From an optimization exercise on the open Yosys and OpenROAD flow, aimed at small area, a short achievable clock period and few clock cycles per item; shortcuts taken in it are not production practice.
No run shown here included a check of the RTL's function; only the layout flow was run.

--- design.v ---
package apm_pkg;
  localparam int unsigned DataBits   = 32;
  localparam int unsigned RpmBits    = 30;
  localparam int unsigned CfgIdxBits = 2;
  localparam logic [CfgIdxBits-1:0] CfgDebounce    = 2'd0;
  localparam logic [CfgIdxBits-1:0] CfgStopTimeout = 2'd1;
  localparam logic [CfgIdxBits-1:0] CfgSpeedScale  = 2'd2;
  localparam logic OpPulse = 1'b0;
  localparam logic OpPoll  = 1'b1;
  localparam logic [DataBits-1:0] DebounceReset = 32'd40000;
  localparam logic [DataBits-1:0] StopReset     = 32'd3000000;
  localparam logic [DataBits-1:0] ScaleReset    = 32'd558584000;
  localparam logic [DataBits-1:0] RpmQ4Num = 32'd960000000;
  localparam int unsigned     MphNumBits = 18;
  localparam int unsigned     MphDenBits = 17;
  localparam logic [MphNumBits-1:0] MphNum = 18'd223694;
  localparam logic [MphDenBits-1:0] MphDen = 17'd100000;
  localparam int unsigned     ProdBits     = DataBits + MphNumBits;
  localparam int unsigned     MphDigitBits = 4;
  localparam int unsigned     MphSteps     = (ProdBits + MphDigitBits - 1) / MphDigitBits;
  localparam int unsigned     MphQuotBits  = MphSteps * MphDigitBits;
  localparam int unsigned DivSteps = DataBits;
  localparam int unsigned CntBits  = $clog2(DivSteps);
  localparam int unsigned QueueDepth     = 2;
  localparam int unsigned QueuePtrBits   = $clog2(QueueDepth);
  localparam int unsigned QueueCountBits = $clog2(QueueDepth + 1);
  typedef struct packed {
    logic                operation;
    logic [DataBits-1:0] now_us;
  } in_word_t;
  typedef struct packed {
    logic                pulse_accepted;
    logic [DataBits-1:0] revolutions;
    logic [DataBits-1:0] period_us;
    logic [RpmBits-1:0]  rpm_q4;
    logic [DataBits-1:0] speed_mm_per_s;
    logic [DataBits-1:0] speed_milli_mph;
  } out_word_t;
  typedef struct packed {
    logic                pulse_accepted;
    logic [DataBits-1:0] revolutions;
    logic [DataBits-1:0] period_us;
  } job_t;
endpackage
module anemometer_period_speed_meter_top (
  input  logic                           clk_i,
  input  logic                           rst_ni,
  input  logic                           in_valid_i,
  output logic                           in_ready_o,
  input  apm_pkg::in_word_t              in_word_i,
  output logic                           out_valid_o,
  input  logic                           out_ready_i,
  output apm_pkg::out_word_t             out_word_o,
  input  logic                           cfg_we_i,
  input  logic [apm_pkg::CfgIdxBits-1:0] cfg_index_i,
  input  logic [apm_pkg::DataBits-1:0]   cfg_data_i
);
  localparam logic [31:0] RpmNum = apm_pkg::RpmQ4Num;
  logic [31:0] deb_q, stop_q, scale_q;
  logic        stg_we_q;
  logic [1:0]  stg_idx_q;
  logic [31:0] stg_data_q;
  always_ff @(posedge clk_i or negedge rst_ni) begin
    if (!rst_ni) begin
      stg_we_q <= 1'b0;
    end else begin
      stg_we_q <= cfg_we_i;
    end
  end
  always_ff @(posedge clk_i) begin
    stg_idx_q  <= cfg_index_i;
    stg_data_q <= cfg_data_i;
  end
  always_ff @(posedge clk_i or negedge rst_ni) begin
    if (!rst_ni) begin
      deb_q   <= apm_pkg::DebounceReset;
      stop_q  <= apm_pkg::StopReset;
      scale_q <= apm_pkg::ScaleReset;
    end else if (stg_we_q) begin
      case (stg_idx_q)
        apm_pkg::CfgDebounce:    deb_q   <= stg_data_q;
        apm_pkg::CfgStopTimeout: stop_q  <= stg_data_q;
        apm_pkg::CfgSpeedScale:  scale_q <= stg_data_q;
        default: ;
      endcase
    end
  end
  typedef enum logic [1:0] {
    StIdle,
    StDiv,
    StLast
  } state_e;
  state_e      state_q;
  logic        in_v_q;             
  logic        t_v_q;              
  logic        out_valid_q;
  logic        cache_q;            
  logic [31:0] last_q;
  logic        pulse_q;
  logic [31:0] rev_q, per_q;
  logic [31:0] quo_r_q, quo_s_q;   
  logic [31:0] mph_q;
  logic [32:0] rem_r_q, rem_s_q;   
  logic        qb_q;               
  logic [16:0] rem_m_q;            
  logic        sat_q;
  logic [4:0]  cnt_q;
  assign in_ready_o  = ~(in_v_q | t_v_q);
  assign out_valid_o = out_valid_q;
  assign out_word_o  = {pulse_q, rev_q, per_q, quo_r_q[29:0], quo_s_q, mph_q};
  logic        in_op_q;
  logic [31:0] in_now_q;
  always_ff @(posedge clk_i) begin
    if (in_ready_o) begin
      in_op_q  <= in_word_i.operation;
      in_now_q <= in_word_i.now_us;
    end
  end
  logic [32:0] el_x;
  logic [31:0] elapsed;
  logic        wrap, deb_ok, stop_hit;
  logic [33:0] x_a, x_b, x_d, y_d, x_s, x_c, y_s, y_c, x, y;
  logic [1:0]  el_skip;
  logic        t_deb_q, t_stop_q, t_elz_q;
  logic [1:0]  t_skip_q;
  assign el_x    = {1'b0, in_now_q} - {1'b0, last_q};
  assign elapsed = el_x[31:0];
  assign wrap    = el_x[32];
  assign x_a = {2'b00, in_now_q};
  assign x_b = {2'b11, ~last_q};
  assign x_d = {2'b11, ~deb_q};
  assign y_d = {2'b11, ~stop_q};
  assign x_s = x_a ^ x_b ^ x_d;
  assign x_c = {(x_a[32:0] & x_b[32:0]) | (x_a[32:0] & x_d[32:0]) | (x_b[32:0] & x_d[32:0]), 1'b1};
  assign y_s = x_a ^ x_b ^ y_d;
  assign y_c = {(x_a[32:0] & x_b[32:0]) | (x_a[32:0] & y_d[32:0]) | (x_b[32:0] & y_d[32:0]), 1'b0};
  assign x   = x_s + x_c + 34'd1;
  assign y   = y_s + y_c + 34'd1;
  assign deb_ok   = wrap ? !(x[33] && !x[32]) : !x[33];
  assign stop_hit = wrap ? !(y[33] && !y[32]) : !y[33];
  always_comb begin
    if      (elapsed[31:24] != '0) el_skip = 2'd3;
    else if (elapsed[23:16] != '0) el_skip = 2'd2;
    else if (elapsed[15:8]  != '0) el_skip = 2'd1;
    else                           el_skip = 2'd0;
  end
  always_ff @(posedge clk_i) begin
    if (in_v_q) begin
      t_deb_q  <= deb_ok;
      t_stop_q <= stop_hit;
      t_elz_q  <= in_now_q == last_q;
      t_skip_q <= el_skip;
    end
  end
  logic        last_nz, per_nz, pulse_ok, set_per, clr_per, fire, go_div, go_zero;
  logic [1:0]  per_skip, skip;
  assign last_nz  = last_q != '0;
  assign per_nz   = per_q != '0;
  assign pulse_ok = (in_op_q == apm_pkg::OpPulse) && t_deb_q;
  assign set_per  = pulse_ok && last_nz;
  assign clr_per  = (in_op_q == apm_pkg::OpPoll) && last_nz && t_stop_q;
  assign fire     = t_v_q && (state_q == StIdle) && (!out_valid_q || out_ready_i);
  assign go_div   = set_per ? !t_elz_q : (!clr_per && per_nz && !cache_q);
  assign go_zero  = set_per ? t_elz_q : (clr_per || !per_nz);
  always_comb begin
    if      (per_q[31:24] != '0) per_skip = 2'd3;
    else if (per_q[23:16] != '0) per_skip = 2'd2;
    else if (per_q[15:8]  != '0) per_skip = 2'd1;
    else                         per_skip = 2'd0;
  end
  assign skip = set_per ? t_skip_q : per_skip;
  logic [63:0] num_s, num_r;
  assign num_s = {32'b0, scale_q} << {skip, 3'b0};
  assign num_r = {32'b0, RpmNum} << {skip, 3'b0};
  logic [33:0] tr_r, tr_s, dv_r, dv_s, nr_r, nr_s;
  assign tr_r = {rem_r_q, quo_r_q[31]};
  assign tr_s = {rem_s_q, quo_s_q[31]};
  assign dv_r = rem_r_q[32] ? {2'b00, per_q} : ~{2'b00, per_q};
  assign dv_s = rem_s_q[32] ? {2'b00, per_q} : ~{2'b00, per_q};
  assign nr_r = tr_r + dv_r + {33'b0, ~rem_r_q[32]};
  assign nr_s = tr_s + dv_s + {33'b0, ~rem_s_q[32]};
  logic [18:0] m0, m1, m2, m3, m4;
  logic [16:0] rem_m_d;
  logic [2:0]  mv;
  logic [33:0] mph_sum;
  logic        sat_d;
  assign m0 = {1'b0, rem_m_q, 1'b0};
  assign m1 = m0 - 19'd100000;
  assign m2 = m0 - 19'd76306;
  assign m3 = m0 - 19'd176306;
  assign m4 = m0 + 19'd23694;
  always_comb begin
    if (!qb_q) begin
      if (m1[18]) begin rem_m_d = m0[16:0]; mv = 3'd0; end
      else        begin rem_m_d = m1[16:0]; mv = 3'd1; end
    end else begin
      if (m2[18])      begin rem_m_d = m4[16:0]; mv = 3'd2; end
      else if (m3[18]) begin rem_m_d = m2[16:0]; mv = 3'd3; end
      else             begin rem_m_d = m3[16:0]; mv = 3'd4; end
    end
  end
  assign mph_sum = {1'b0, mph_q, 1'b0} + {31'b0, mv};
  assign sat_d   = sat_q | (|mph_sum[33:32]);
  always_ff @(posedge clk_i or negedge rst_ni) begin
    if (!rst_ni) begin
      in_v_q      <= 1'b0;
      t_v_q       <= 1'b0;
      state_q     <= StIdle;
      out_valid_q <= 1'b0;
      cache_q     <= 1'b0;
      last_q      <= '0;
      rev_q       <= '0;
      per_q       <= '0;
    end else begin
      in_v_q <= in_ready_o && in_valid_i;
      if (in_v_q) t_v_q <= 1'b1;
      if (out_ready_i) out_valid_q <= 1'b0;
      if (stg_we_q && stg_idx_q == apm_pkg::CfgSpeedScale) cache_q <= 1'b0;
      unique case (state_q)
        StIdle: begin
          if (fire) begin
            t_v_q <= 1'b0;
            if (pulse_ok) begin
              last_q <= in_now_q;
              rev_q  <= rev_q + 1'b1;
            end
            if (set_per)      per_q <= elapsed;
            else if (clr_per) per_q <= '0;
            if (go_div) begin
              out_valid_q <= 1'b0;
              state_q     <= StDiv;
            end else begin
              out_valid_q <= 1'b1;
              if (go_zero) cache_q <= 1'b1;
            end
          end
        end
        StDiv: begin
          if (cnt_q == '0) state_q <= StLast;
        end
        StLast: begin
          out_valid_q <= 1'b1;
          cache_q     <= 1'b1;
          state_q     <= StIdle;
        end
        default: state_q <= StIdle;
      endcase
    end
  end
  always_ff @(posedge clk_i) begin
    unique case (state_q)
      StIdle: begin
        if (fire) begin
          pulse_q <= pulse_ok;
          rem_r_q <= {1'b0, num_r[63:32]};
          rem_s_q <= {1'b0, num_s[63:32]};
          qb_q    <= 1'b0;
          rem_m_q <= '0;
          sat_q   <= 1'b0;
          cnt_q   <= {~skip, 3'b111};
          if (go_div) begin
            quo_r_q <= num_r[31:0];
            quo_s_q <= num_s[31:0];
            mph_q   <= '0;
          end else if (go_zero) begin
            quo_r_q <= '0;
            quo_s_q <= '0;
            mph_q   <= '0;
          end
        end
      end
      StDiv: begin
        rem_r_q <= nr_r[32:0];
        quo_r_q <= {quo_r_q[30:0], ~nr_r[33]};
        rem_s_q <= nr_s[32:0];
        quo_s_q <= {quo_s_q[30:0], ~nr_s[33]};
        qb_q    <= ~nr_s[33];
        rem_m_q <= rem_m_d;
        sat_q   <= sat_d;
        mph_q   <= sat_d ? '1 : mph_sum[31:0];
        cnt_q   <= cnt_q - 1'b1;
      end
      StLast: begin
        rem_m_q <= rem_m_d;
        sat_q   <= sat_d;
        mph_q   <= sat_d ? '1 : mph_sum[31:0];
      end
      default: ;
    endcase
  end
endmodule
--- run.sh ---
#!/bin/bash
# synth_recipe.tcl (not shown) runs the flow's synth.tcl, then flattens the netlist and writes it again
# the make line also repeats each setting of config.mk as NAME=value (left out here)
make -C /OpenROAD-flow-scripts/flow DESIGN_CONFIG=/design/flow/config.mk WORK_HOME=/design/flow/orfs CLKGATE_MAP_FILE= SYNTH_SCRIPT=/design/flow/synth_recipe.tcl finish
--- config.mk ---
export PLATFORM = sky130hd
export DESIGN_NAME = anemometer_period_speed_meter_top
export DESIGN_NICKNAME = anemometer_period_speed_meter_top
export VERILOG_FILES = /design/flow/design.v
export SDC_FILE = /design/flow/constraint.sdc
export NUM_CORES = 4
export LEC_CHECK = 0
export ABC_AREA = 1
export CAP_MARGIN = 20
export CORE_MARGIN = 2
export CORE_UTILIZATION = 40
export SLEW_MARGIN = 20
--- constraint.sdc ---
create_clock -name core_clock -period 9.0 [get_ports {clk_i}]
set_input_delay 1.8000 -clock core_clock [delete_from_list [all_inputs] [get_ports {clk_i}]]
set_output_delay 1.8000 -clock core_clock [all_outputs]
set_load 0.01 [all_outputs]
==> results of run 1 <==
state kept, by name (all words and copies together) (netlist names), 16 cells and up:
| register | cells |
|---|---|
| rem_r_q | 33 |
| quo_r_q | 32 |
| scale_q | 32 |
| per_q | 32 |
| deb_q | 32 |
| stg_data_q | 32 |
| rem_s_q | 33 |
| rev_q | 32 |
| in_now_q | 32 |
| mph_q | 32 |
| rem_m_q | 16 |
| stop_q | 32 |
| last_q | 32 |
| quo_s_q | 32 |
through the flow:
step / cells / utilization [%]
detailed placement: 5086 / 44.7
floorplan: 3927 / -
finish: 5192 / 47.3
global route: 5190 / 47.3
CTS: 5190 / 47.2
global placement: 5085 / 44.7
cells in the mapped netlist, drive strengths merged, types with 6 or more instances:
| library cell | n | area [um2] |
|---|---|---|
| clkbuf | 48 | 180 |
| a21o | 9 | 67.6 |
| nor3 | 58 | 348 |
| o21a | 6 | 45.0 |
| dfxtp | 34 | 681 |
| a31oi | 7 | 58.8 |
| xor2 | 46 | 403 |
| nor2 | 322 | 1320 |
| edfxtp | 224 | 6730 |
| dfrtp | 174 | 4350 |
| inv | 565 | 2130 |
| fa | 67 | 1340 |
| dfstp | 25 | 657 |
| ha | 175 | 2190 |
| and2 | 16 | 100 |
| nand3 | 227 | 1170 |
| nand4 | 50 | 340 |
| o21ai | 290 | 1460 |
| buf | 71 | 455 |
| xnor2 | 93 | 815 |
| nand2 | 1117 | 4270 |
| o211ai | 13 | 97.6 |
| a21oi | 210 | 1050 |
| or2 | 9 | 56.3 |
| o21bai | 10 | 75.1 |
| o22ai | 18 | 113 |
| nor4 | 10 | 77.6 |
| nand3b | 15 | 113 |
layer usage:
layer	wire length [um]	share of wire (%)
met2	41700	46
met1	41100	45
met4	2920	3.2
met5	0	0
met3	5770	6.3
cells by family (layout without fill, tap and decap cells):
family          count (synthesis)  count (layout)
compound gates                573             573
xor+xnor                      139             139
fa+ha+maj                     242             242
buf+inv                       684             917
flops                         457             457
other cells                     0               2
simple gates                 1832            1832
worst paths after layout:
| kind | start | endpoint | slack [ns] | cells past startpoint |
|---|---|---|---|---|
| setup / recovery | out_ready_i | rev_q[22]$_DFFE_PN0P_ | 5.10 | 12 |
| min in group asynchronous | rst_ni | rev_q[7]$_DFFE_PN0P_ | 1.13 | 1 |
| setup reg to reg | rem_m_q[1]$_SDFFCE_PN0P_ | mph_q[31]$_SDFFCE_PP0P_ | 5.11 | 25 |
| hold / removal | rev_q[31]$_DFFE_PN0P_ | rev_q[31]$_DFFE_PN0P_ | 0.48 | 1 |
| hold reg to reg | rev_q[31]$_DFFE_PN0P_ | rev_q[31]$_DFFE_PN0P_ | 0.48 | 1 |
| max in group asynchronous | rst_ni | per_q[29]$_DFFE_PN0P_ | 6.57 | 2 |
cell type report:
type                    instances  area [um2]  share of cell area, %
multi-input cells            2786       15700                   43.7
flip-flops and latches        457       12400                   34.5
repair buffers                248        2470                   6.86
inverters                     565        2130                   5.92
clock buffers                  74        1490                   4.14
well taps                    1030        1290                   3.58
clock inverters                30         452                   1.26
diodes                          2        5.00                 0.0139
critical path, delay by kind of cell:
kind          cells  cell delay [ns]
buf+inv           3             1.15
simple gates      8             1.30
xor+xnor          1             0.13
placed cells by master, fill, tap and decap left out, types with 12 or more instances in the layout:
master | Yosys | layout
sky130_fd_sc_hd__o21ai_1 | 19 | 20
sky130_fd_sc_hd__o21ai_0 | 269 | 265
sky130_fd_sc_hd__o211ai_1 | 13 | 13
sky130_fd_sc_hd__clkbuf_16 | 0 | 56
sky130_fd_sc_hd__fa_1 | 67 | 67
sky130_fd_sc_hd__edfxtp_1 | 224 | 224
sky130_fd_sc_hd__a21oi_1 | 209 | 209
sky130_fd_sc_hd__buf_4 | 36 | 15
sky130_fd_sc_hd__nand2_1 | 1092 | 1090
sky130_fd_sc_hd__dfstp_2 | 25 | 25
sky130_fd_sc_hd__clkdlybuf4s50_1 | 0 | 231
sky130_fd_sc_hd__xnor2_1 | 93 | 93
sky130_fd_sc_hd__nor2_1 | 305 | 304
sky130_fd_sc_hd__nand3b_1 | 15 | 15
sky130_fd_sc_hd__dfxtp_1 | 34 | 34
sky130_fd_sc_hd__inv_2 | 22 | 22
sky130_fd_sc_hd__xor2_1 | 46 | 46
sky130_fd_sc_hd__nand3_1 | 223 | 222
sky130_fd_sc_hd__nand4_1 | 47 | 47
sky130_fd_sc_hd__nand2_2 | 23 | 24
sky130_fd_sc_hd__nor3_1 | 49 | 49
sky130_fd_sc_hd__ha_1 | 175 | 173
sky130_fd_sc_hd__o22ai_1 | 18 | 18
sky130_fd_sc_hd__clkbuf_1 | 48 | 16
sky130_fd_sc_hd__and2_1 | 12 | 12
sky130_fd_sc_hd__inv_1 | 540 | 540
sky130_fd_sc_hd__dfrtp_1 | 174 | 174
==> run notes, run 1 <==
Run status:
- The flow ran to the end and the layout has no timing, DRC or antenna violations.

Synthesis:
- The average instance in the mapped netlist occupies approximately 7.8 um2.
- The area share of xor/xnor cells in the synthesized design is under 10%.
- Summing every instance area after synthesis gives between 0.03 and 0.04 mm2.
- The area share of fa/ha/maj cells after synthesis is a little under an eighth.
- The area fraction in and, or, nand and nor cells after synthesis is 25.5%.
- Summing the sequential cell areas from Yosys gives between 40 and 50% of the chip area.
- The register bit count reported by yosys is 457.
- The number of flops mapped to enable cells by yosys is 224.
- For this run, the number of Yosys warnings is 1.
- The compound-cell area share of the yosys netlist is 9.89%.
- The dominant register cell in the synthesized netlist is sky130_fd_sc_hd__edfxtp_1.
- The mux cell area share after synthesis is 0%.
- In the synthesized netlist the async set-or-reset flop fraction comes to 43.5%.
- The number of different library cells used by synthesis comes to 60.
- The number of nets handed over by synthesis was 4241.
- The combinational family with the most area after synthesis is simple AND/OR/NAND/NOR gates.
- Synthesis handed over a netlist of a little under 4000 instances.

STA:
- The smallest hold slack is approximately 0.48 ns.
- Setup repair after global routing left no endpoint under its margin.
- The final setup violation count is 0.
- The final number of hold-violating endpoints came to 0.
- The share of the clock period used by the worst path is 43.3%.
- Adding up every negative setup slack in the final design gives 0 ns.
- The relative slew slack is 30.3%.
- At the pin with the least slew margin, the transition time is 1.04 ns.
- The clock period minus final worst setup slack is 3.90 ns.
- The final clock skew is roughly 0.026 ns.
- Timing would allow up to 0.256 GHz.
- The final setup slack of the worst path is 5.10 ns.
- The number of pins with negative max-slew slack in the final report is 0.

Drt:
- The routed layout has 26216 vias.
- The remaining design rule violation count is 0.
- The average wire per standard cell is 17.6 um.
- The post-detailed-routing wire length is 91500 um.
- For this block, the initial DRC count from the detailed router was approximately 2200.
- In this run the remaining antenna-violating nets after routing total 0.
- The number of iterations in the first detailed-routing pass is 7.
- The per-cell via count in the routed design is 5.05.

Setup path:
- The capturing element type of the critical path is a register.
- The cell seen most often among critical-path stages is sky130_fd_sc_hd__nand2_1.
- The maximum net fanout on the critical path is around 70.
- The worst path required time is 9.51 ns.
- The signal arrival time at the worst endpoint is about 4.4 ns.
- The worst setup path is launched from a primary input.
- The critical path goes through clkdlybuf4s50_1 > inv_1 > nand2_1 > nand2_2 > nor2_8 > buf_4 > nand4_2 > nor2_2 > nand3b_1 > nor3_2 > nand2_1 > xnor2_1.
- The worst setup path is of the primary input to register kind.
- The slowest stage of the critical path belongs to the cell sky130_fd_sc_hd__buf_4.
- On the worst path, the slowest cell contributes a delay of 0.55 ns.

Clock network:
- The root cell of the clock tree is sky130_fd_sc_hd__clkbuf_16.
- The TritonCTS sink count is 457.
- The H-tree level count is 2.
- The TritonCTS clock tree is yes.
- After clock tree synthesis, the setup repair step added 0 buffers.
- Clock tree synthesis inserted a total of 56 buffers.
- The clock latency at the later pin of the worst-skew pair is 0.64 ns.
- The clock-pin transition on the worst setup and hold timing paths is 0.05 ns.
- The number of instances resized during post-cts repair is 0.
- After clock tree synthesis, the flow added hold-fix buffers numbering 0.
- The buffer levels on the longest clock path is 3.

Cells and area:
- Compared with the post-synthesis result, the final layout area differs by 16.6%.
- The net count of the finished layout is 4428.
- The final design area excluding fillers is 0.0360 mm2.
- The filler cells instantiated in the layout total 7657.
- The layout cell share with drive strength beyond 1 is between 5 and 6%.

Floorplan:
- The floorplan has roughly 100 rows.
- In this run the count of I/O pins placed on the die edge is between 200 and 250.
- The placeable core region is 0.0761 mm2.
- The initial cell density of the core is 40.5%.
- The vertical die dimension is 282 um.
- In this run the horizontal extent of the chip is around 280 um.
- The die covers about 0.079 mm2.

GRT:
- The met3 capacity usage during global routing is 3.75%.
- The via count of the first global-routing pass is 25051.
- The first global-routing pass estimated 142000 um of wire.
- The initial antenna violation count is 6.
- Global routing used 31.9% of the available met1 tracks.
- Entering global routing, the biggest net connects 73 pins.
- The met2 layer usage reported by global route is between 30% and 40%.
- The layer carrying the most global-route usage is met2.
- The total routing resource utilization after global routing is 23.1%.
- Summed over all layers, the global routing overflow is 0.

Placed design:
- The cell area reported after detailed placement is roughly 0.034 mm2.
- Prior to clock tree synthesis, the placed netlist has a worst setup slack of 4.45 ns.
- The half-perimeter wire length after placement is roughly 71000 um.
- At the end of routability-driven placement, the weighted congestion stood at around 0.93.
- The number of port buffers is 232.

Job:
- The max capacitance violation total is 0.

Min path:
- The min-delay analysis places its worst path in the category register to register.
==> inputs of run 2 (changes only) <==
--- a/config.mk
+++ b/config.mk
@@ -6,5 +6,4 @@
 export NUM_CORES = 4
 export LEC_CHECK = 0
-export ABC_AREA = 1
 export CAP_MARGIN = 20
 export CORE_MARGIN = 2
==> run notes, run 2 <==
Run status:
- The run finished with no timing, DRC or antenna violations.

Placed design:
- The global placer's final weighted congestion is 0.890.
- During placement, the flow inserted port buffers numbering 232.
- OpenSTA, run right after detailed placement, puts the worst setup slack at 4.08 ns.
- Once detailed placement completed, the half-perimeter wirelength came to approximately 56000 um.

GRT:
- Global routing used 21.0% of the available tracks across all layers.
- The pin count of the biggest net entering global routing is 89.
- The via count of the first global-routing pass was 20710.
- The initial antenna violation count is 3.
- The remaining global-route overflow is 0.
- The global-route wire length before repair is 118000 um.

Setup path:
- The signal on the critical path passes through inv_1 > ha_1 > and3b_1 > o21ai_1 > a21oi_1 > o21a_1 > o211ai_1 > inv_1 > ha_1 > a21oi_1 > nor2_1 > nand2_1 > or2_1 > nor4_1 > nand3_1 > o21a_1 > nor2_4 > a21oi_1.
- The total buffers and inverters traversed by the critical path is 2.
- At the worst endpoint, the required time is 9.32 ns.
- The cell seen most often among critical-path stages is sky130_fd_sc_hd__a21oi_1.
- The critical path class is register to register.
- In this run the worst path has a maximum fanout of 33.
- The startpoint type of the worst setup path is a register.
- The signal arrival time at the worst endpoint is 5.21 ns.
- In this design, the stage delay of the slowest critical-path cell is 0.60 ns.
- The worst setup path is captured at a register.
- The register-to-register path setup slack is 4.11 ns.
- The slowest stage of the critical path belongs to the cell sky130_fd_sc_hd__nor2_4.
- Among cell families on the critical path, the largest total delay comes from simple AND/OR/NAND/NOR gates.

Cells and area:
- The number of diodes added for antenna fixing is 0.
- In the final layout, the share of cells above drive strength 1 is 8.18%.
- The largest registers in the layout are rem_r_q x33, rem_s_q x33.
- Relative to the synthesized area, the layout overhead comes to 17.6%.
- The number of nets at the end of the flow is 3142.
- The most common cell after layout, fill and taps aside is sky130_fd_sc_hd__nand2_1.
- In the layout the commonest cells are sky130_fd_sc_hd__nand2_1 (280), sky130_fd_sc_hd__clkdlybuf4s50_1 (231), sky130_fd_sc_hd__edfxtp_1 (224), sky130_fd_sc_hd__ha_1 (174), sky130_fd_sc_hd__dfrtp_1 (174).

Synthesis:
- The number of nets in the synthesized netlist is about 3000.
- Yosys mapped a number of flops with a built-in enable equal to roughly 220.
- The most instantiated library cell after synthesis is sky130_fd_sc_hd__nand2_1.
- After synthesis, the cell types taking the most area are sky130_fd_sc_hd__edfxtp_1 (24%), sky130_fd_sc_hd__dfrtp_1 (16%), sky130_fd_sc_hd__ha_1 (7.9%).
- The compound-cell area share of the yosys netlist is ~15%.
- For this run, the number of Yosys warnings is 1.
- Summing the areas of all xor and xnor instances in the mapped netlist gives 6.79% of the synthesized area.
- In this run the cell area of the synthesized design comes to 0.0277 mm2.
- The number of different library cells in the post-synthesis netlist is 95.
- Synthesis inferred about 460 register bits.
- The mux cell area share after synthesis is around 4.4%.
- Of the synthesized area, sequential elements account for 44.8%.
- The share of flip-flops with an asynchronous set or reset after synthesis is a little over two fifths.
- The dominant register cell in the synthesized netlist is sky130_fd_sc_hd__edfxtp_1.
- The area share of fa/ha/maj cells after synthesis is between 10% and 20%.
- The average instance area after synthesis is 10.5 um2.
- By count the netlist is led by sky130_fd_sc_hd__nand2_1 (282), sky130_fd_sc_hd__edfxtp_1 (224), sky130_fd_sc_hd__ha_1 (175), sky130_fd_sc_hd__dfrtp_1 (174), sky130_fd_sc_hd__o21ai_0 (165).
- The synthesized netlist cell count is about 2700.
- The library cell occupying the most area in the post-synthesis netlist is sky130_fd_sc_hd__edfxtp_1.
- By area, the combinational part of the netlist is dominated by compound AO/OA/AOI/OAI gates.
- Of the total synthesized cell area, the portion taken by AND, OR, NAND and NOR gates is 12.0%.
- The share of the synthesized area in the top cell type is 24.3%.

Drt:
- In the routed design, unresolved DRC markers number 0.
- Dividing the detail-routed via count by the number of cells gives 5.41.
- The routed design has about 75000 um of wire.
- Before antenna repair, the detailed router went through 6 iterations.
- In this run the top signal layer used is met4.
- The detailed route wirelength on metal3 is between 3000 and 4000 um.
- The iteration-0 DRC count of the detailed router is 1557.
- The count of nets left with antenna violations once routing finished came out at 0.
- Dividing the detail-routed wire length by the instance count gives 19.8 um.
- Summing over every cut layer, the via total after detailed routing is 20589.
- In the final routing, the length of wire on met1 measures between 30000 and 40000 um.
- In the detailed route, the total length drawn on met2 is 35300 um.

Clock network:
- After clock tree synthesis, the clock-pin slew on the worst setup and hold paths is 0.06 ns.
- The number of hold buffers added after CTS was 0.
- The post-CTS setup repair buffer count is 0.
- In this run the deepest clock path goes through 3 buffers.
- The total CTS buffers is 53.
- After clock tree synthesis, the repair step resized 0 gates.
- CTS placed an instance of sky130_fd_sc_hd__clkbuf_16 at the clock tree root.
- The TritonCTS clock tree is yes.
- CTS saw 457 sinks.
- The clock latency at the later pin of the worst-skew pair is 0.64 ns.
- The H-tree level count is 2.

Min path:
- The type of the most critical hold path is register to register.

Floorplan:
- The die span in x is 267 um.
- The floorplan die area is just over 0.07 mm2.
- The number of top-level pins is 233.
- The region available for standard cell placement spans ~0.069 mm2.
- The vertical die dimension is 267 um.
- The site row count is 96.
- The initial cell density of the core is 40.4%.

STA:
- Once routing completed, OpenROAD measured the worst setup slack at roughly 4 ns.
- The final number of hold-violating endpoints came to 0.
- Measured against its own limit, the worst slew margin works out to 31.8%.
- Derived from the worst setup path, the maximum achievable clock frequency is 0.204 GHz.
- Setup violations remaining at the end of the flow were counted as 0.
- The worst path uses 54.3% of the clock period.
- The slew at the pin closest to its max-slew limit is 1.02 ns.
- In the final timing run, aggregate negative setup slack is 0 ns.
- The number of pins with negative max-slew slack in the final report is 0.
- Setup repair after global routing left no endpoint under its margin.
- The final clock skew is about 0.033 ns.
- The clock period minus final worst setup slack is 4.89 ns.

Job:
- The max capacitance violation total is 0.
## run 2: cell types whose count changed after synthesis, sizes merged, moves of 55 or more
cell,change
mux2,+71
nand2,-835
inv,-409
o21ai,-90
nor2,-200
xnor2,+55
nand3,-169
## run 2: stage by stage
step / std cells / hold WS [ns] / util (%) / area [um2]
finish: 3804 / 0.486 / 47.5 / 32600
global route: 3804 / 0.501 / 47.5 / 32600
CTS: 3804 / 0.493 / 47.5 / 32600
detailed placement: 3704 / 0.485 / 44.9 / 30800
global placement: 3704 / 0.465 / 44.9 / 30800
floorplan: 2652 / 0.413 / - / 27700
## run 2: logic make-up after synthesis
| family | Yosys count |
|---|---|
| AO/OA/AOI/OAI | 639 |
| XOR/XNOR | 215 |
| adder cells (fa/ha/maj) | 244 |
| buffers and inverters | 284 |
| flip-flops | 457 |
| multiplexers | 113 |
| AND/OR/NAND/NOR | 700 |
## run 2: layout make-up
| type | instances | area (um2) |
|---|---|---|
| Inverter | 157 | 589 |
| Fill cell | 6294 | 36000 |
| Multi-Input combinational cell | 1911 | 14100 |
| Clock inverter | 31 | 325 |
| Sequential cell | 457 | 12400 |
| Tap cell | 931 | 1160 |
| Timing Repair Buffer | 248 | 2450 |
| Clock buffer | 69 | 1490 |
## run 2: path summary, 6_finish.rpt
path	startpoint	end	cells after the start
worst min-delay path	stg_data_q[3]$_DFF_P_	deb_q[3]$_DFFE_PN0P_	2
worst max register to register	rem_m_q[1]$_SDFFCE_PN0P_	mph_q[17]$_SDFFCE_PP0P_	18
worst max-delay path	rem_m_q[1]$_SDFFCE_PN0P_	mph_q[17]$_SDFFCE_PP0P_	18
max in group asynchronous	rst_ni	deb_q[3]$_DFFE_PN0P_	2
worst min register to register	stg_data_q[3]$_DFF_P_	deb_q[3]$_DFFE_PN0P_	2
min in group asynchronous	rst_ni	rev_q[12]$_DFFE_PN0P_	1
## run 2: metal layers
| layer | up-vias | GRT usage [%] |
|---|---|---|
| met5 | - | 0 |
| met1 | 10185 | 29.2 |
| met4 | 0 | 6.50 |
| li1 | 9828 | - |
| met2 | 452 | 34.6 |
| met3 | 124 | 2.38 |
## run 2: tightest hold or removal path, stage by stage, from the launching register on
cell and delay (ns):
sky130_fd_sc_hd__dfxtp_1 0.32, sky130_fd_sc_hd__nand2_1 0.05, sky130_fd_sc_hd__o21ai_0 0.06
==> inputs of run 3 (changes only) <==
--- a/design.v
+++ b/design.v
@@ -106,5 +106,5 @@
   logic        sat_q;
   logic [4:0]  cnt_q;
-  assign in_ready_o  = ~(in_v_q | t_v_q);
+  assign in_ready_o  = !in_v_q && (!t_v_q || (state_q == StIdle && !out_valid_q));
   assign out_valid_o = out_valid_q;
   assign out_word_o  = {pulse_q, rev_q, per_q, quo_r_q[29:0], quo_s_q, mph_q};
@@ -180,26 +180,30 @@
   assign nr_r = tr_r + dv_r + {33'b0, ~rem_r_q[32]};
   assign nr_s = tr_s + dv_s + {33'b0, ~rem_s_q[32]};
-  logic [18:0] m0, m1, m2, m3, m4;
+  logic [17:0] m0;
   logic [16:0] rem_m_d;
   logic [2:0]  mv;
-  logic [33:0] mph_sum;
+  logic        ge1, ge2, ge3;
+  logic [3:0]  mlow;
+  logic [28:0] yinc;
+  logic [31:0] mph_d;
   logic        sat_d;
-  assign m0 = {1'b0, rem_m_q, 1'b0};
-  assign m1 = m0 - 19'd100000;
-  assign m2 = m0 - 19'd76306;
-  assign m3 = m0 - 19'd176306;
-  assign m4 = m0 + 19'd23694;
+  assign m0  = {rem_m_q, 1'b0};
+  assign ge1 = m0 >= 18'd100000;
+  assign ge2 = m0 >= 18'd76306;
+  assign ge3 = m0 >= 18'd176306;
   always_comb begin
     if (!qb_q) begin
-      if (m1[18]) begin rem_m_d = m0[16:0]; mv = 3'd0; end
-      else        begin rem_m_d = m1[16:0]; mv = 3'd1; end
+      if (!ge1) begin rem_m_d = m0[16:0];                    mv = 3'd0; end
+      else      begin rem_m_d = 17'(m0 - 18'd100000);        mv = 3'd1; end
     end else begin
-      if (m2[18])      begin rem_m_d = m4[16:0]; mv = 3'd2; end
-      else if (m3[18]) begin rem_m_d = m2[16:0]; mv = 3'd3; end
-      else             begin rem_m_d = m3[16:0]; mv = 3'd4; end
-    end
-  end
-  assign mph_sum = {1'b0, mph_q, 1'b0} + {31'b0, mv};
-  assign sat_d   = sat_q | (|mph_sum[33:32]);
+      if (!ge2)      begin rem_m_d = 17'(m0 + 18'd23694);    mv = 3'd2; end
+      else if (!ge3) begin rem_m_d = 17'(m0 - 18'd76306);    mv = 3'd3; end
+      else           begin rem_m_d = 17'(m0 - 18'd176306);   mv = 3'd4; end
+    end
+  end
+  assign mlow  = {1'b0, mph_q[1:0], 1'b0} + {1'b0, mv};
+  assign yinc  = mph_q[30:2] + 1'b1;
+  assign sat_d = sat_q | mph_q[31] | (mlow[3] & (&mph_q[30:2]));
+  assign mph_d = {32{sat_d}} | {(mlow[3] ? yinc : mph_q[30:2]), mlow[2:0]};
   always_ff @(posedge clk_i or negedge rst_ni) begin
     if (!rst_ni) begin
@@ -278,5 +282,5 @@
         rem_m_q <= rem_m_d;
         sat_q   <= sat_d;
-        mph_q   <= sat_d ? '1 : mph_sum[31:0];
+        mph_q   <= mph_d;
         cnt_q   <= cnt_q - 1'b1;
       end
@@ -284,5 +288,5 @@
         rem_m_q <= rem_m_d;
         sat_q   <= sat_d;
-        mph_q   <= sat_d ? '1 : mph_sum[31:0];
+        mph_q   <= mph_d;
       end
       default: ;
==> run notes, run 3 <==
Placed design:
- The setup slack after placement is 4.09 ns.
- The total instance count after detailed placement is 3689.
- The count of buffers added on input and output ports is 232.
- The global placer's final weighted congestion is 0.902.
- The HPWL after detailed placement is 56200 um.
- The cell area reported after detailed placement is 0.0309 mm2.

STA:
- The smallest clock period supported by the final layout is computed as 4.77 ns.
- Setup violations remaining at the end of the flow were counted as 0.
- The worst path uses a little over half of the clock period.
- In this run the tightest slew margin relative to its limit is between 20 and 30%.
- At the pin with the least slew margin, the transition time is between 1 and 1.5 ns.
- Setup repair after global routing left no endpoint under its margin.
- The number of pins with negative max-slew slack in the final report is 0.
- The final number of hold-violating endpoints is 0.
- Adding up every negative setup slack in the final design gives 0 ns.
- In the post-route analysis, the smallest setup slack over all paths is 4.23 ns.
- The final clock skew is roughly 0.053 ns.
- Derived from the worst setup path, the maximum achievable clock frequency is 0.210 GHz.

Synthesis:
- The most instantiated library cell after synthesis is sky130_fd_sc_hd__nand2_1.
- The biggest area contributor in the post-synthesis netlist is sky130_fd_sc_hd__edfxtp_1.
- The count of yosys warnings during synthesis is 1.
- The share of synthesized area occupied by flip-flops and latches is between 40 and 50%.
- By area the synthesized netlist is led by sky130_fd_sc_hd__edfxtp_1 (24%), sky130_fd_sc_hd__dfrtp_1 (16%), sky130_fd_sc_hd__ha_1 (8.1%).
- The net count of the mapped netlist is 2951.
- Yosys mapped a number of flops with a built-in enable equal to 224.
- The dominant register cell in the synthesized netlist is sky130_fd_sc_hd__edfxtp_1.
- Synthesis instantiated 100 different standard cells from the library.
- The average instance area after synthesis is 10.6 um2.
- The post-synthesis cell area is 0.0278 mm2.
- The share of the synthesized area in the top cell type is 24.2%.
- By count the netlist is led by sky130_fd_sc_hd__nand2_1 (247), sky130_fd_sc_hd__edfxtp_1 (224), sky130_fd_sc_hd__o21ai_0 (184), sky130_fd_sc_hd__ha_1 (181), sky130_fd_sc_hd__dfrtp_1 (174).
- Synthesis inferred 457 register bits.
- The share of flip-flops with an asynchronous set or reset after synthesis is 43.5%.
- Counting every instance in the synthesized netlist gives 2631.

Setup path:
- The register-to-register path setup slack is 4.34 ns.
- The origin of the worst setup path is state_q[0]$_DFFE_PN0P_.
- The worst register-to-register path has a depth of 22.
- The highest-delay cell along the critical path is sky130_fd_sc_hd__clkdlybuf4s50_1.
- The worst path required time is a little over 7 ns.
- Along the worst path, the maximum fanout reaches 35.
- Data arrives at the worst endpoint at approximately 3 ns.
- The launch point of the worst reg-to-reg path is rem_m_q[1]$_SDFFCE_PN0P_.
- The critical path class is register to output port.
- The largest single stage delay on the critical path is about 0.65 ns.
- The kind of cell with the highest combined delay on the critical path is buffers and inverters.
- Walking the worst path, the cells encountered are inv_1 > ha_1 > nand2b_1 > a21oi_4 > buf_4 > clkdlybuf4s50_1.
- The critical path contains buffers and inverters numbering 3 combined.
- The endpoint identified for the worst register-to-register timing path is mph_q[22]$_SDFFCE_PP0P_.
- The capturing element type of the critical path is an output port.
- The startpoint type of the worst setup path is a register.

Min path:
- The count of cells along the worst hold path is 1.
- The worst hold path terminates at rev_q[31]$_DFFE_PN0P_.
- The min-delay analysis places its worst path in the category register to register.
- In this run the most critical hold path is launched from rev_q[31]$_DFFE_PN0P_.

Drt:
- The remaining design rule violation count is 0.
- The routed layout has 20620 vias.
- Dividing the detail-routed via count by the number of cells gives around 5.4.
- The number of iterations in the first detailed-routing pass is 5.
- After the first detailed-routing iteration, the DRC count stood at 1418.
- Dividing the detail-routed wire length by the instance count gives 19.9 um.
- The post-detailed-routing wire length is 75400 um.
- The detail route stage leaves a number of antenna-violating nets equal to 0.

Floorplan:
- The number of top-level pins is 233.
- The floorplan step defined a die boundary enclosing 0.0717 mm2.
- The region available for standard cell placement spans about 0.069 mm2.
- The initial cell density of the core is between 40 and 50%.
- The floorplan has 96 rows.
- The die span in x is 268 um.
- The vertical die dimension is between 200 and 300 um.

GRT:
- The pin count of the biggest net entering global routing is roughly 90.
- The remaining global-route overflow is 0.
- The via count of the first global-routing pass came to 20558.
- The initial antenna violation count came to 4.
- The first global-routing pass estimated 118000 um of wire.
- The total routing resource utilization after global routing is 21.0%.

Clock network:
- The number of instances resized during post-cts repair is 0.
- At the later pin of the worst-skew pair, clock insertion delay measures about 0.64 ns.
- Buffers added to address setup during post-CTS repair amount to 0.
- The H-tree level count is 2.
- No sink is reached through more buffers than the 3 on the longest clock path.
- The TritonCTS sink count is 457.
- Clock tree synthesis selected as its root buffer the cell sky130_fd_sc_hd__clkbuf_16.
- The number of buffers inserted by hold repair at cts is 0.
- After clock tree synthesis, the clock-pin slew on the worst setup and hold paths is roughly 0.06 ns.
- The TritonCTS clock tree is yes.
- In this run, CTS created clock tree buffers numbering 52.

Cells and area:
- The finished layout holds 3788 standard cells, fillers aside.
- The synthesis-to-layout area growth is 17.2%.
- The repair_antennas step left the layout with diodes totalling 0.
- The largest registers in the layout are rem_r_q x33, rem_s_q x33.
- Cells with a size suffix above 1 make up roughly 8.3% of the layout.
- The top cell types in the final layout, fill and taps aside, are sky130_fd_sc_hd__nand2_1 (245), sky130_fd_sc_hd__clkdlybuf4s50_1 (231), sky130_fd_sc_hd__edfxtp_1 (224), sky130_fd_sc_hd__o21ai_0 (183), sky130_fd_sc_hd__ha_1 (180).
- After routing the design area is between 0.03 and 0.04 mm2.
- The library cell used most frequently in the layout, excluding fill and tap cells, is sky130_fd_sc_hd__nand2_1.
- In the final design database the tool counted 3133 nets.

Job:
- The max capacitance violation total is 0.

Run status:
- The flow ran to the end and the layout has no timing, DRC or antenna violations.
## run 3: area by class of cell
| cell class | count | area, um2 |
|---|---|---|
| timing repair buffer | 252 | 2480 |
| clock inverter | 21 | 208 |
| tap | 931 | 1160 |
| clock buffer | 77 | 1520 |
| fill | 6456 | 36100 |
| multi-input combinational | 1880 | 14200 |
| inverter | 170 | 638 |
| sequential | 457 | 12400 |
## run 3: worst max-delay path by stage
| stage | to | slack (ns) | cells after the start |
|---|---|---|---|
| after global placement | rev_q[31]$_DFFE_PN0P_ | 4.14 | 10 |
| after global routing | mph_q[20]$_SDFFCE_PP0P_ | 3.91 | 22 |
| final | in_ready_o | 4.23 | 6 |
| after detailed placement | rev_q[29]$_DFFE_PN0P_ | 4.09 | 10 |
| after CTS | in_ready_o | 4.22 | 6 |
| after floorplan | in_ready_o | 4.63 | 4 |
## run 3: per-layer routing
metal / track usage (%) / share of wire [%] / vias to the layer above
li1: - / - / 9771
met1: 27.7 / 44 / 10230
met2: 35.8 / 48 / 485
met3: 2.70 / 4.3 / 132
met4: 6.61 / 3.0 / 2
met5: 0 / 0.013 / -
## run 3: metrics by stage
stage	hold slack [ns]	utilization, %
after global routing	0.487	47.4
after detailed placement	0.472	44.9
after CTS	0.482	47.4
after floorplan	0.413	-
after global placement	0.468	44.9
final	0.478	47.4
## run 3: cell families (layout without fill, tap and decap cells)
kind of cell	count (synthesis)	after routing	synth area share [%]
buffers and inverters	294	520	4.66
AND/OR/NAND/NOR	682	682	12.0
AO/OA/AOI/OAI	637	637	15.0
XOR/XNOR	204	204	6.42
flip-flops	457	457	44.6
multiplexers	107	107	4.17
adder cells (fa/ha/maj)	250	250	13.0
==> inputs of run 4 (changes only) <==
--- a/config.mk
+++ b/config.mk
@@ -6,4 +6,5 @@
 export NUM_CORES = 4
 export LEC_CHECK = 0
+export ABC_AREA = 1
 export CAP_MARGIN = 20
 export CORE_MARGIN = 2
==> run notes, run 4 <==
Drt:
- After the first detailed-routing iteration, the DRC count stood at 2207.
- The post-detailed-routing wire length is about 88000 um.
- In the routed layout, each cell is associated on average with a via count of 5.06.
- The count of nets left with antenna violations once routing finished came out at 0.
- The average wire per standard cell is between 15 and 20 um.
- In the routed design, unresolved DRC markers number 0.
- The number of iterations in the first detailed-routing pass is 6.
- The routed layout has 25639 vias.

Floorplan:
- The vertical die dimension is about 280 um.
- The floorplan die area is ~0.08 mm2.
- After floorplanning, the core was sized to cover approximately 0.076 mm2.
- The initialized floorplan defines about 100 standard-cell rows.
- For this configuration, the core starts out at a cell density of 40.2%.
- The die is 279 um wide.
- The number of top-level pins is 233.

Clock network:
- The number of gates resized after CTS was 0.
- Clock-pin slew was measured on the worst setup and hold paths at 0.05 ns.
- The clock tree synthesis step divided the H-tree into 2 levels.
- No sink is reached through more buffers than the 3 on the longest clock path.
- The TritonCTS clock tree is yes.
- The root cell of the clock tree is sky130_fd_sc_hd__clkbuf_16.
- The clock latency at the later pin of the worst-skew pair is between 0.6 and 0.7 ns.
- The TritonCTS sink count is 457.
- The post-CTS setup repair buffer count is 0.
- The number of buffers inserted by hold repair at cts is 0.
- The total CTS buffers is 55.

Setup path:
- The logic depth of the worst register-to-register path is 13.
- The highest-delay cell along the critical path is sky130_fd_sc_hd__clkdlybuf4s50_1.
- At the worst endpoint, the arrival time is between 3 and 4 ns.
- STA classifies the critical path endpoint as an output port.
- Data on the critical path is required at its endpoint by approximately 7.2 ns.
- The setup path with the least slack is of type register to output port.
- The kind of cell with the highest combined delay on the critical path is buffers and inverters.
- The maximum net fanout on the critical path is 35.
- Traced cell by cell, the critical path runs through inv_1 > ha_1 > nand2_1 > a21oi_4 > buf_4 > clkdlybuf4s50_1.
- The total stage count of the critical path is 6.
- The longest individual stage delay on the worst path is 0.64 ns.
- The total buffers and inverters traversed by the critical path is 3.
- The worst setup path is launched from a register.

Cells and area:
- In the final layout, the share of cells above drive strength 1 is under 10%.
- The count of fill cells added during filler insertion is 7604.
- At the end of the flow, the number of nets in the layout was 4358.
- The synthesis-to-layout area growth is 16.7%.
- Leaving out fill and tap cells, the most frequent cells in the layout are sky130_fd_sc_hd__nand2_1 (1068), sky130_fd_sc_hd__inv_1 (534), sky130_fd_sc_hd__o21ai_0 (310), sky130_fd_sc_hd__nor2_1 (288), sky130_fd_sc_hd__nand3_1 (232).
- The end-of-flow core utilization is 46.9%.
- Leaving out fill and tap cells, the most frequent cell in the layout is sky130_fd_sc_hd__nand2_1.
- The largest registers in the layout are rem_r_q x33, rem_s_q x33.

STA:
- Clock skew on the completed layout was measured at 0.0381 ns.
- The worst path needs 4.87 ns of the cycle, external delays included.
- The number of pins with negative max-slew slack in the final report is 0.
- Of the available clock period, the critical path in the final layout requires approximately 54%.
- The final number of hold-violating endpoints is 0.
- The tightest hold path in the finished design has a slack of 0.475 ns.
- Setup violations remaining at the end of the flow were counted as 0.
- Setup repair after global routing left no endpoint under its margin.
- The upper clock frequency limit is 0.205 GHz.
- The setup total negative slack is 0 ns.
- The slew at the pin closest to its max-slew limit is 1.06 ns.
- The final setup slack of the worst path is 4.13 ns.
- In this run the tightest slew margin relative to its limit is 29.4%.

Synthesis:
- The commonest cells after synthesis are sky130_fd_sc_hd__nand2_1 (1070), sky130_fd_sc_hd__inv_1 (535), sky130_fd_sc_hd__o21ai_0 (314), sky130_fd_sc_hd__nor2_1 (288), sky130_fd_sc_hd__nand3_1 (233).
- The register bit count reported by yosys is 457.
- The synthesized netlist cell count is 3856.
- For this run, the number of Yosys warnings is 1.
- The share of flip-flops with an asynchronous set or reset after synthesis is 43.5%.
- The share of synthesized area occupied by flip-flops and latches is between 40% and 50%.
- Among all flip-flop cells after synthesis, the most frequent one is sky130_fd_sc_hd__edfxtp_1.
- The number of flops mapped to enable cells by yosys is 224.
- The post-synthesis cell area is 0.0304 mm2.
- The net count of the mapped netlist is 4176.
- The number of different library cells in the post-synthesis netlist is 53.
- The most instantiated library cell after synthesis is sky130_fd_sc_hd__nand2_1.
- The share of the synthesized area in the top cell type is 22.2%.
- Of all cell types, the one taking the most synthesized area is sky130_fd_sc_hd__edfxtp_1.
- The average instance area after synthesis is 7.87 um2.
- Sorting the synthesized cells by area gives the leading types as sky130_fd_sc_hd__edfxtp_1 (22%), sky130_fd_sc_hd__dfrtp_1 (14%), sky130_fd_sc_hd__nand2_1 (13%).

Placed design:
- The half-perimeter wire length after placement is about 70000 um.
- The number of port buffers is approximately 230.
- Prior to clock tree synthesis, the placed netlist has a worst setup slack of 4.39 ns.
- The congestion estimate from routability-driven global placement came to just over 0.9.

GRT:
- The pin count of the biggest net entering global routing is 81.
- The layer carrying the most global-route usage is met2.
- The met3 capacity usage during global routing is 2.86%.
- The initial antenna violation count is 2.
- For met1 alone, demand over resource in global routing was a little under a third.
- The met2 layer usage reported by global route is between 30% and 40%.
- The global-route wire length before repair is 139000 um.
- Global routing finished with a remaining overflow of 0.
- The total routing resource utilization after global routing is 22.5%.
- The via count of the first global-routing pass was between 20000 and 25000.

Min path:
- The path class of the tightest hold or removal check is register to register.
- The count of cells along the worst hold path is 1.

Run status:
- The flow ran to the end and the layout has no timing, DRC or antenna violations.

Job:
- Across the run, the number of max-cap violations was 0.
==> run 4: metal layers <==
metal	share of wire, %	wire [um]
met5	0	0
met4	2.0	1780
met3	5.3	4650
met2	47	41200
met1	46	40500
==> run 4: cells by family (layout without fill, tap and decap cells) <==
| logic type | count (synthesis) | after routing | share of synthesized area (%) |
|---|---|---|---|
| AO/OA/AOI/OAI | 601 | 601 | 10.5 |
| flip-flops | 457 | 457 | 40.9 |
| buffers and inverters | 662 | 891 | 8.73 |
| XOR/XNOR | 132 | 132 | 3.81 |
| other | 0 | 2 | 0 |
| AND/OR/NAND/NOR | 1756 | 1756 | 24.1 |
| adder cells (fa/ha/maj) | 248 | 248 | 11.9 |
==> run 4: layout make-up <==
cell class / count / area (um2) / area share [%]
multi-input cells: 2737 / 15400 / 43.3
diodes: 2 / 5.00 / 0.0141
clock buffers: 74 / 1550 / 4.37
clock inverters: 30 / 402 / 1.13
well taps: 978 / 1220 / 3.45
repair buffers: 246 / 2450 / 6.93
flip-flops and latches: 457 / 12400 / 35.0
inverters: 541 / 2030 / 5.73
==> run 4: worst paths after layout <==
| check | end | slack, ns | startpoint |
|---|---|---|---|
| setup / recovery | in_ready_o | 4.13 | state_q[0]$_DFFE_PN0P_ |
| hold / removal | rev_q[31]$_DFFE_PN0P_ | 0.48 | rev_q[31]$_DFFE_PN0P_ |
| setup reg to reg | rem_s_q[10]$_DFFE_PP_ | 4.80 | last_q[31]$_DFFE_PN0P_ |
| hold reg to reg | rev_q[31]$_DFFE_PN0P_ | 0.48 | rev_q[31]$_DFFE_PN0P_ |
| max in group asynchronous | per_q[18]$_DFFE_PN0P_ | 6.59 | rst_ni |
| min in group asynchronous | rev_q[13]$_DFFE_PN0P_ | 1.13 | rst_ni |
==> run 4: per-stage QoR <==
step	cell area [um2]	std cells
2_1_floorplan	30400	3856
3_3_place_gp	33400	4958
3_5_place_dp	33400	4958
4_1_cts	35400	5062
5_1_grt	35400	5063
6_report	35400	5065
==> inputs of run 5 (changes only) <==
--- a/config.mk
+++ b/config.mk
@@ -6,7 +6,7 @@
 export NUM_CORES = 4
 export LEC_CHECK = 0
-export ABC_AREA = 1
 export CAP_MARGIN = 20
 export CORE_MARGIN = 2
 export CORE_UTILIZATION = 40
+export SETUP_SLACK_MARGIN = 5
 export SLEW_MARGIN = 20
==> run notes, run 5 <==
Run status:
- The run finished with no timing, DRC or antenna violations.

Synthesis:
- Sequential cells were found to cover 44.6% of the synthesized design area.
- The synthesized netlist cell count is 2631.
- After synthesis, the cell types taking the most area are sky130_fd_sc_hd__edfxtp_1 (24%), sky130_fd_sc_hd__dfrtp_1 (16%), sky130_fd_sc_hd__ha_1 (8.1%).
- Counting every net in the synthesized netlist gives a little under 3000.
- The most instantiated library cell after synthesis is sky130_fd_sc_hd__nand2_1.
- The commonest cells after synthesis are sky130_fd_sc_hd__nand2_1 (247), sky130_fd_sc_hd__edfxtp_1 (224), sky130_fd_sc_hd__o21ai_0 (184), sky130_fd_sc_hd__ha_1 (181), sky130_fd_sc_hd__dfrtp_1 (174).
- For this run, the leading register cell type out of synthesis is sky130_fd_sc_hd__edfxtp_1.
- Of all flip-flops after synthesis, the portion carrying an async set or reset was 43.5%.
- Of the post-synthesis cell area, the dominant cell type holds 24.2%.
- For this run, the number of Yosys warnings is 1.
- The average instance area after synthesis is ~11 um2.
- After synthesis the netlist holds a flip-flop and latch count of 457.
- The library cell occupying the most area in the post-synthesis netlist is sky130_fd_sc_hd__edfxtp_1.
- Yosys mapped the design onto 100 distinct sky130hd cell types.
- The post-synthesis cell area is about 0.028 mm2.
- The number of flops mapped to enable cells by yosys is 224.

Cells and area:
- The synthesis-to-layout area growth is 19.1%.
- In the final design database the tool counted 3156 nets.
- The largest registers in the layout are rem_r_q x33, rem_s_q x33.
- The number of diodes added for antenna fixing is 0.
- Leaving out fill and tap cells, the most frequent cell in the layout is sky130_fd_sc_hd__nand2_1.
- The layout cell share with drive strength beyond 1 is 10.7%.
- In the layout the commonest cells are sky130_fd_sc_hd__nand2_1 (243), sky130_fd_sc_hd__clkdlybuf4s50_1 (230), sky130_fd_sc_hd__edfxtp_1 (224), sky130_fd_sc_hd__o21ai_0 (180), sky130_fd_sc_hd__ha_1 (177).

Clock network:
- For this design, the sink count on the clock tree is around 460.
- The number of hold buffers added after CTS was 0.
- The buffer levels on the longest clock path is 3.
- The clock latency at the later pin of the worst-skew pair is 0.63 ns.
- After clock tree synthesis, the clock-pin slew on the worst setup and hold paths is 0.06 ns.
- Buffers inserted during clock tree synthesis total 52.
- The H-tree level count is 2.
- The TritonCTS clock tree is yes.
- The root cell of the clock tree is sky130_fd_sc_hd__clkbuf_16.

Setup path:
- The setup path with the least slack is of type register to register.
- In this run the critical register-to-register path is launched from in_now_q[0]$_DFFE_PP_.
- Data on the critical path arrives at its endpoint at 4.20 ns.
- The end of the worst register-to-register path is t_skip_q[0]$_SDFFCE_PP1P_.
- Of all nets on the critical path, the largest fanout is 5.
- The most critical setup path has its startpoint at in_now_q[0]$_DFFE_PP_.
- The worst path required time is 9.36 ns.
- The logic depth of the worst register-to-register path is 13.
- The startpoint type of the worst setup path is a register.
- The capturing element type of the critical path is a register.
- The register-to-register path setup slack is 5.16 ns.

STA:
- The share of the clock period used by the worst path is between 40% and 50%.
- Setup repair after global routing could not meet its margin everywhere.
- The number of pins with negative max-slew slack in the final report is 0.
- After layout, the minimum clock period comes to 3.84 ns.
- The smallest hold slack is 0.480 ns.
- The final number of hold-violating endpoints was 0.
- The final setup violation count is 0.
- At the pin with the least slew margin, the transition time is 1.06 ns.
- Across the routed clock network, the largest skew measured is 0.0298 ns.
- The relative slew slack is 29.5%.
- Timing would allow up to 0.260 GHz.
- The setup total negative slack is 0 ns.

Floorplan:
- The floorplan die area is between 0.07 and 0.08 mm2.
- In this run the count of I/O pins placed on the die edge is around 230.
- The site row count is 96.
- From left edge to right edge, the die measures around 270 um.
- The placeable core region is about 0.069 mm2.
- The initial cell density of the core is around 40%.
- The vertical die dimension is 268 um.

Min path:
- The count of cells along the worst hold path is 1.
- The endpoint of the worst hold path is rev_q[31]$_DFFE_PN0P_.
- In this run the most critical hold path is launched from rev_q[31]$_DFFE_PN0P_.
- The type of the most critical hold path is register to register.

Placed design:
- In this run the tool buffered the top-level ports with roughly 230 buffer cells.
- The global placer's final weighted congestion is 0.911.
- The half-perimeter wire length after placement is 56400 um.

GRT:
- Entering global routing, the biggest net connects 88 pins.
- For this run, the total global-route usage over all layers was measured as 21.3%.
- The via count of the first global-routing pass was 20972.
- The initial antenna violation count is 3.
- For this run the aggregate overflow at the end of global routing stands at 0.
- The global-route wire length before repair is about 120000 um.

Drt:
- The total via count after detailed routing is 20782.
- The first TritonRoute pass finished after 5 iterations.
- The remaining design rule violation count is 0.
- The iteration-0 DRC count of the detailed router is 1447.
- Dividing the detail-routed via count by the number of cells gives 5.45.
- The number of antenna-violating nets in the routed design is 0.
- The final layout contains routed wiring with a total length of 76900 um.
- In the final routed layout, each cell accounts on average for 20.2 um.

Job:
- The max capacitance violation total is 0.
## run 5: cell types whose count changed after synthesis, moves of 51 or more
cell                      previous run  this run
sky130_fd_sc_hd__xnor2_1            94       145
sky130_fd_sc_hd__nand3_1           233        59
sky130_fd_sc_hd__inv_1             535       168
sky130_fd_sc_hd__mux2_2              0        70
sky130_fd_sc_hd__nor2_1            288       124
sky130_fd_sc_hd__o21ai_0           314       184
sky130_fd_sc_hd__nand2_1          1070       247
sky130_fd_sc_hd__a21oi_1           201       140
## run 5: per-layer routing
layer	share of wire, %	track usage (%)
met5	0	0
met4	3.7	8.44
met3	4.6	2.47
met1	43	27.5
met2	49	36.5
## run 5: final cells by class
class,count,area (um2)
fill,6310,35600
multi-input combinational,1883,14400
clock inverter,29,303
clock buffer,69,1480
timing repair buffer,272,2690
sequential,457,12400
tap,931,1160
inverter,170,638
## run 5: worst max-delay path by stage
stage                                     end  slack (ns)  cells after the start
global placement        rev_q[31]$_DFFE_PN0P_        4.15                     10
finish              t_skip_q[0]$_SDFFCE_PP1P_        5.16                     13
floorplan              mph_q[2]$_SDFFCE_PP0P_        5.07                     22
CTS                 rem_m_q[12]$_SDFFCE_PP0P_        5.01                     19
global route        rem_m_q[12]$_SDFFCE_PP0P_        4.89                     14
detailed placement      rev_q[29]$_DFFE_PN0P_        4.09                     10
## run 5: cell families after synthesis
kind of cell / share of synthesized area [%]
xor+xnor: 6.42
fa+ha+maj: 13.0
mux: 4.17
simple gates: 12.0
buf+inv: 4.66
compound gates: 15.0
flops: 44.6
## run 5: stage by stage
stage                     cells  util (%)  setup WS (ns)  area [um2]
final                      3811      48.2           5.16       33100
after global routing       3811      48.2           4.89       33100
after CTS                  3800      47.8           5.01       32900
after detailed placement   3690      44.9           4.09       30900
after global placement     3690      44.9           4.15       30900
after floorplan            2631         -           5.07       27800
## run 5: repair_timing
action / 4_1_cts / 5_1_grt
cloned: 4 / 0
resized for setup: 27 / 70
endpoints found under the setup margin: 54 / 79
pin swaps: 6 / 14
setup buffers: 8 / 11
## run 5: worst max-delay path, cell delays in order, from the launching register on
cell and delay (ns):
sky130_fd_sc_hd__edfxtp_1 0.45, sky130_fd_sc_hd__inv_1 0.12, sky130_fd_sc_hd__ha_1 0.18, sky130_fd_sc_hd__inv_1 0.06
sky130_fd_sc_hd__fa_1 0.40, sky130_fd_sc_hd__a21o_1 0.21, sky130_fd_sc_hd__a22o_1 0.22, sky130_fd_sc_hd__o211ai_2 0.27
sky130_fd_sc_hd__a211o_2 0.26, sky130_fd_sc_hd__a2111oi_4 0.09, sky130_fd_sc_hd__or3_2 0.47, sky130_fd_sc_hd__a2111o_1 0.46
sky130_fd_sc_hd__nor4_4 0.27, sky130_fd_sc_hd__o211ai_1 0.13

[what the ideal ports hide]
The results above use ideal ports. As a check the final layouts listed here were re-extracted and re-timed, cells and wires unchanged.
Step 1 assumes that a clkbuf_16 drives the clock port and a buf_2 every other input.
Step 2 also shifts input and output timing later by t, the mid clock arrival at the registers, as if the neighbouring blocks saw the same clock.
a / b / c = ideal / step 1 / step 2; a / b = the first two.
run | t, ns | slack for setup (ns) | clock arrival spread, ns | worst register clock-pin slew, ns
run 1 | 0.692 | 5.100 / 5.107 / 4.447 | 0.027 / 0.027 | 0.07 / 0.07
run 2 | 0.680 | 4.109 / 4.109 / 4.029 | 0.033 / 0.033 | 0.07 / 0.07
run 3 | 0.679 | 4.234 / 4.168 / 4.084 | 0.054 / 0.053 | 0.07 / 0.07
run 4 | 0.681 | 4.134 / 4.071 / 4.421 | 0.039 / 0.039 | 0.07 / 0.07
run 5 | 0.681 | 5.159 / 5.100 / 4.629 | 0.030 / 0.030 | 0.06 / 0.06
After both steps setup and hold are still met in every run listed. For run 1, which loses most, drivers alone change the setup slack by +0.007 ns; drivers and shift together by -0.653 ns.
